From an optimization exercise on the open Yosys and OpenROAD flow, aimed at small area, a short achievable clock period and few clock cycles per item; shortcuts taken in it are not production practice. The RTL was checked by simulation tests, not by an equivalence proof against the original design. Power figures rest on the tool's default switching activity, not on a simulated workload.

==> job 8212: inputs <==
==> flow/design.v (excerpt) <==
module polyline_proximity_warning_core (
  input  logic        clk,
  input  logic        rst_n,
  input  logic        in_tvalid,
  output logic        in_tready,
  input  logic [55:0] in_tdata,    
  input  logic [1:0]  in_tuser,    
  output logic        out_tvalid,
  input  logic        out_tready,
  output logic [31:0] out_tdata,   
  input  logic        cfg_we,
  input  logic [1:0]  cfg_index,
  input  logic [22:0] cfg_wdata
);
Settings: LEC_CHECK=0, ABC_AREA=1, CAP_MARGIN=20, CORE_MARGIN=2, CORE_UTILIZATION=40, SETUP_SLACK_MARGIN=5, SLEW_MARGIN=20; clock period 11.0 ns.
run.sh (not shown) runs the stock make flow with config.mk's settings and CLKGATE_MAP_FILE= SYNTH_SCRIPT=/design/flow/synth_recipe.tcl, a recipe that flattens the netlist after the stock synthesis.
==> inputs of job 8285, as changes to job 8212 <==
--- a/flow/design.v
+++ b/flow/design.v
@@ -583,68 +583,62 @@
   endfunction
   function automatic logic [QW-1:0] omag(input logic [QW:0] w);
     omag = w[QW] ? ~w[QW-1:0] : w[QW-1:0];
   endfunction
   assign sqx = sw_for_b_r ? pbx_r[sw_slot_r][CW-1:SC] : psx_r[CW-1:SC];
   assign sqz = sw_for_b_r ? pbz_r[sw_slot_r][CW-1:SC] : psz_r[CW-1:SC];
-  logic [QW:0]     wax_r [Lanes], waz_r [Lanes];
-  logic [QW-1:0]   gx_r  [Lanes], gz_r  [Lanes];
+  logic [QW:0]     wax_r [Lanes], waz_r [Lanes], wbx_r [Lanes], wbz_r [Lanes];
+  logic            altx_r [Lanes], altz_r [Lanes];
   logic [IW-1:0]   j0_r  [Lanes];
   logic            lin_r [Lanes];              
   logic            s0_vld_r, s0_first_r, s0_last_r, s0_b_r;
   logic            s1_first_r, s1_last_r, s1_b_r;
-  function automatic logic [QW-1:0] gap1(input logic [QW-1:0] p, input logic [QW-1:0] a,
-                                         input logic [QW-1:0] b);
-    logic [QW:0] wa, wb, ua, ub, lo, hi;
-    logic        a_lt_b;
-    a_lt_b = ($signed(a) < $signed(b));
-    wa = (QW+1)'($signed(p)) - (QW+1)'($signed(a));             
-    wb = (QW+1)'($signed(p)) - (QW+1)'($signed(b));             
-    ua = (QW+1)'($signed(p)) + ~((QW+1)'($signed(a)));          
-    ub = (QW+1)'($signed(p)) + ~((QW+1)'($signed(b)));          
-    lo = a_lt_b ? wa : wb;                                       
-    hi = a_lt_b ? ub : ua;                                       
-    if (!hi[QW])     gap1 = hi[QW-1:0];     
-    else if (lo[QW]) gap1 = ~lo[QW-1:0];    
-    else             gap1 = '0;
-  endfunction
   always_ff @(posedge clk) begin
     for (int k = 0; k < Lanes; k++) begin
       logic [VW-1:0] va, vb;
       va = slot(ring, k * SL);
       vb = slot(ring, k * SL + 1);
       wax_r[k]  <= wdiff(sqx, va[CW-1:0]);
       waz_r[k]  <= wdiff(sqz, va[VW-1:CW]);
-      gx_r[k]   <= gap1(sqx, va[CW-1:SC], vb[CW-1:SC]);
-      gz_r[k]   <= gap1(sqz, va[VW-1:CW+SC], vb[VW-1:CW+SC]);
+      wbx_r[k]  <= wdiff(sqx, vb[CW-1:0]);
+      wbz_r[k]  <= wdiff(sqz, vb[VW-1:CW]);
+      altx_r[k] <= ($signed(va[CW-1:SC]) < $signed(vb[CW-1:SC]));
+      altz_r[k] <= ($signed(va[VW-1:CW+SC]) < $signed(vb[VW-1:CW+SC]));
       j0_r[k]   <= head + IW'(k * SL);
       lin_r[k]  <= (32'(t_r) < NP - k * SL);
     end
     s0_vld_r   <= sw_run_r && !sw_abort && rst_n;
     s0_first_r <= (t_r == '0);
     s0_last_r  <= (t_r == 6'(SL - 1));
     s0_b_r     <= sw_for_b_r;
   end
+  function automatic logic [QW-1:0] gap2(input logic a_lt_b, input logic [QW:0] wa,
+                                         input logic [QW:0] wb);
+    logic [QW:0] lo, hi;            
+    lo = a_lt_b ? wa : wb;
+    hi = a_lt_b ? wb : wa;
+    if (!hi[QW] && hi[QW-1:0] != '0) gap2 = hi[QW-1:0] - QW'(1);   
+    else if (lo[QW])                 gap2 = ~lo[QW-1:0];           
+    else                             gap2 = '0;
+  endfunction
   always_ff @(posedge clk) begin
     for (int k = 0; k < Lanes; k++) begin
       logic [QW-1:0] gx, gz, mx, mz, gm;
-      logic [QW+4:0] gd;
-      logic [QW:0]   gs;
-      gx  = gx_r[k];
-      gz  = gz_r[k];
+      logic [QW:0]   gs, gd;
+      gx  = gap2(altx_r[k], wax_r[k], wbx_r[k]);
+      gz  = gap2(altz_r[k], waz_r[k], wbz_r[k]);
       mx  = omag(wax_r[k]);
       mz  = omag(waz_r[k]);
       gm  = (gx > gz) ? gx : gz;
       gs  = (QW+1)'(gx) + (QW+1)'(gz);
-      gd  = ((QW+5)'(gs) << 3) + ((QW+5)'(gs) << 1) + (QW+5)'(gs);
-      if (gd[QW+4])                 lg_r[k] <= '1;       
-      else if (gd[QW+3:4] > gm)     lg_r[k] <= gd[QW+3:4];
-      else                          lg_r[k] <= gm;
+      gd  = (QW+1)'(gs >> 1) + (QW+1)'(gs >> 3) + (QW+1)'(gs >> 4);
+      if (gd[QW-1:0] > gm || gd[QW]) gm = gd[QW-1:0] | {QW{gd[QW]}};
+      lg_r[k]  <= (gm == '1) ? gm : gm + QW'(1);
       lj_r[k]  <= j0_r[k];
       lsv_r[k] <= lin_r[k] && ((IW+1)'(j0_r[k]) + (IW+1)'(2) <= n_cur);
-      lu_r[k]  <= UW'(mx) + UW'(mz) + UW'(4);
+      lu_r[k]  <= UW'(mx) + UW'(mz) + UW'(5);
       lvv_r[k] <= lin_r[k] && ((IW+1)'(j0_r[k]) < n_cur);
     end
     s1_vld_r   <= s0_vld_r && !sw_abort && rst_n;
     s1_first_r <= s0_first_r;
     s1_last_r  <= s0_last_r;
     s1_b_r     <= s0_b_r;
@@ -722,13 +716,13 @@
   logic            b_sw_busy, sw_start_b_any, rsw_slot_nx;
   logic            breq_r [2];
   logic [DW:0]     bnd_r  [2];
   assign ev_thr  = UW'(ev_r >> SC) + UW'(1);
   assign best_nx = (binf_r[ev_tag] || ev_r < best_r[ev_tag]) ? ev_r : best_r[ev_tag];
   for (genvar i = 0; i < NK; i++) begin : g_gx
-    assign gx_ok[i] = (UW'(g_r[ev_tag][i]) < ev_thr);
+    assign gx_ok[i] = (UW'(g_r[ev_tag][i]) <= ev_thr);
   end
   function automatic logic [4:0] kbits_of(input logic [UW-1:0] u, input logic binf,
                                           input logic [DW-1:0] bst);
     logic [UW+SC-1:0] ubig, m;
     ubig = {u, {SC{1'b0}}};
     m = ubig;
@@ -754,13 +748,13 @@
     for (int q = 0; q < 2; q++) begin
       logic       qn [NK];
       logic       qx [NK];
       logic       pend, nxq, infl, kil;
       done_s[q] = ev_done && (ev_tag == 1'(q)) && (bst_r[q] == B_RUN);
       for (int i = 0; i < NK; i++) begin
-        qn[i] = v_r[q][i] && (UW'(g_r[q][i]) < thr_r[q]);
+        qn[i] = v_r[q][i] && (UW'(g_r[q][i]) <= thr_r[q]);
         qx[i] = qn[i] && (!done_s[q] || gx_ok[i]);
       end
       pend  = (nst_r[q] != nres_r[q] + 2'd1);
       kil   = done_s[q] && pend && !qx[nres_r[q] + 2'd1];
       ev_kill[q]  = kil;
       nres_nx[q]  = !done_s[q] ? nres_r[q] : (kil ? nst_r[q] : nres_r[q] + 2'd1);
==> qor summary <==
|  | job 8212 | job 8285 |
|---|---|---|
| Count of different cell masters after synthesis | 85 | 82 |
| Clock tree skew after final layout | 0.0801 ns | 0.0860 ns |
| Area share of buffers outside the clock network | 1.70% | 2.43% |
| DRT met1 WL | 368 mm | 355 mm |
| Post-Synthesis Net Count | 29.8k | 29.6k |
| Later-pin clock latency in the skew report | 1.09 ns | 1.13 ns |
| Post-CTS setup buffer count | 36 | 244 |
| Multi-input combinational area share | 40.0% | 40.1% |
| Mapped Avg Cell Area | 9.02 sq um | 9.05 sq um |
| GR met1 Demand/Resource | 35.3% | 34.5% |
| CP dominant cell by count | sky130_fd_sc_hd__nand2_1 | sky130_fd_sc_hd__inv_2 |
| Pre-CTS setup slack | 3.50 ns | 1.22 ns |
| Total global-route track usage | 25.1% | 24.8% |
| Clock buffer count | 746 | 747 |
| Detailed-routing iteration count for the pre-antenna-repair pass | 8 | 6 |
| Clk pwr | 19.1 mW | 18.5 mW |
| Outcome | no timing/DRC/antenna violations | no timing/DRC/antenna violations |
Testbench counts of job 8212, summed over its fixed seeds: cycles 26,616, queries 640.
Testbench counts of job 8285, summed over its fixed seeds: cycles 26,762, queries 640.

-- re-timing with driven ports --
Ports are ideal in the flow. The routed layouts listed here were re-timed in OpenROAD. Step 1: set_driving_cell puts a clkbuf_16 on clk and a buf_2 on each other input, an assumption about the parent block. Step 2 also shifts input and output timing later by t, the mid clock arrival at the registers, as if the neighbouring blocks saw the same clock. a / b / c = ideal / step 1 / step 2; a / b = the first two.
run | shift t [ns] | setup WS [ns] | worst slew at a driven data input, ns | cell pins on the clock port's net
job 8212 | 1.184 | 5.145 / 5.145 / 5.061 | 0.36 | 1
job 8285 | 1.210 | 3.118 / 3.118 / 3.118 | 0.30 | 1
After both steps every run listed still meets setup and hold. For job 8212, which loses most, drivers alone change the setup slack by 0.000 ns; drivers and shift together by -0.084 ns.
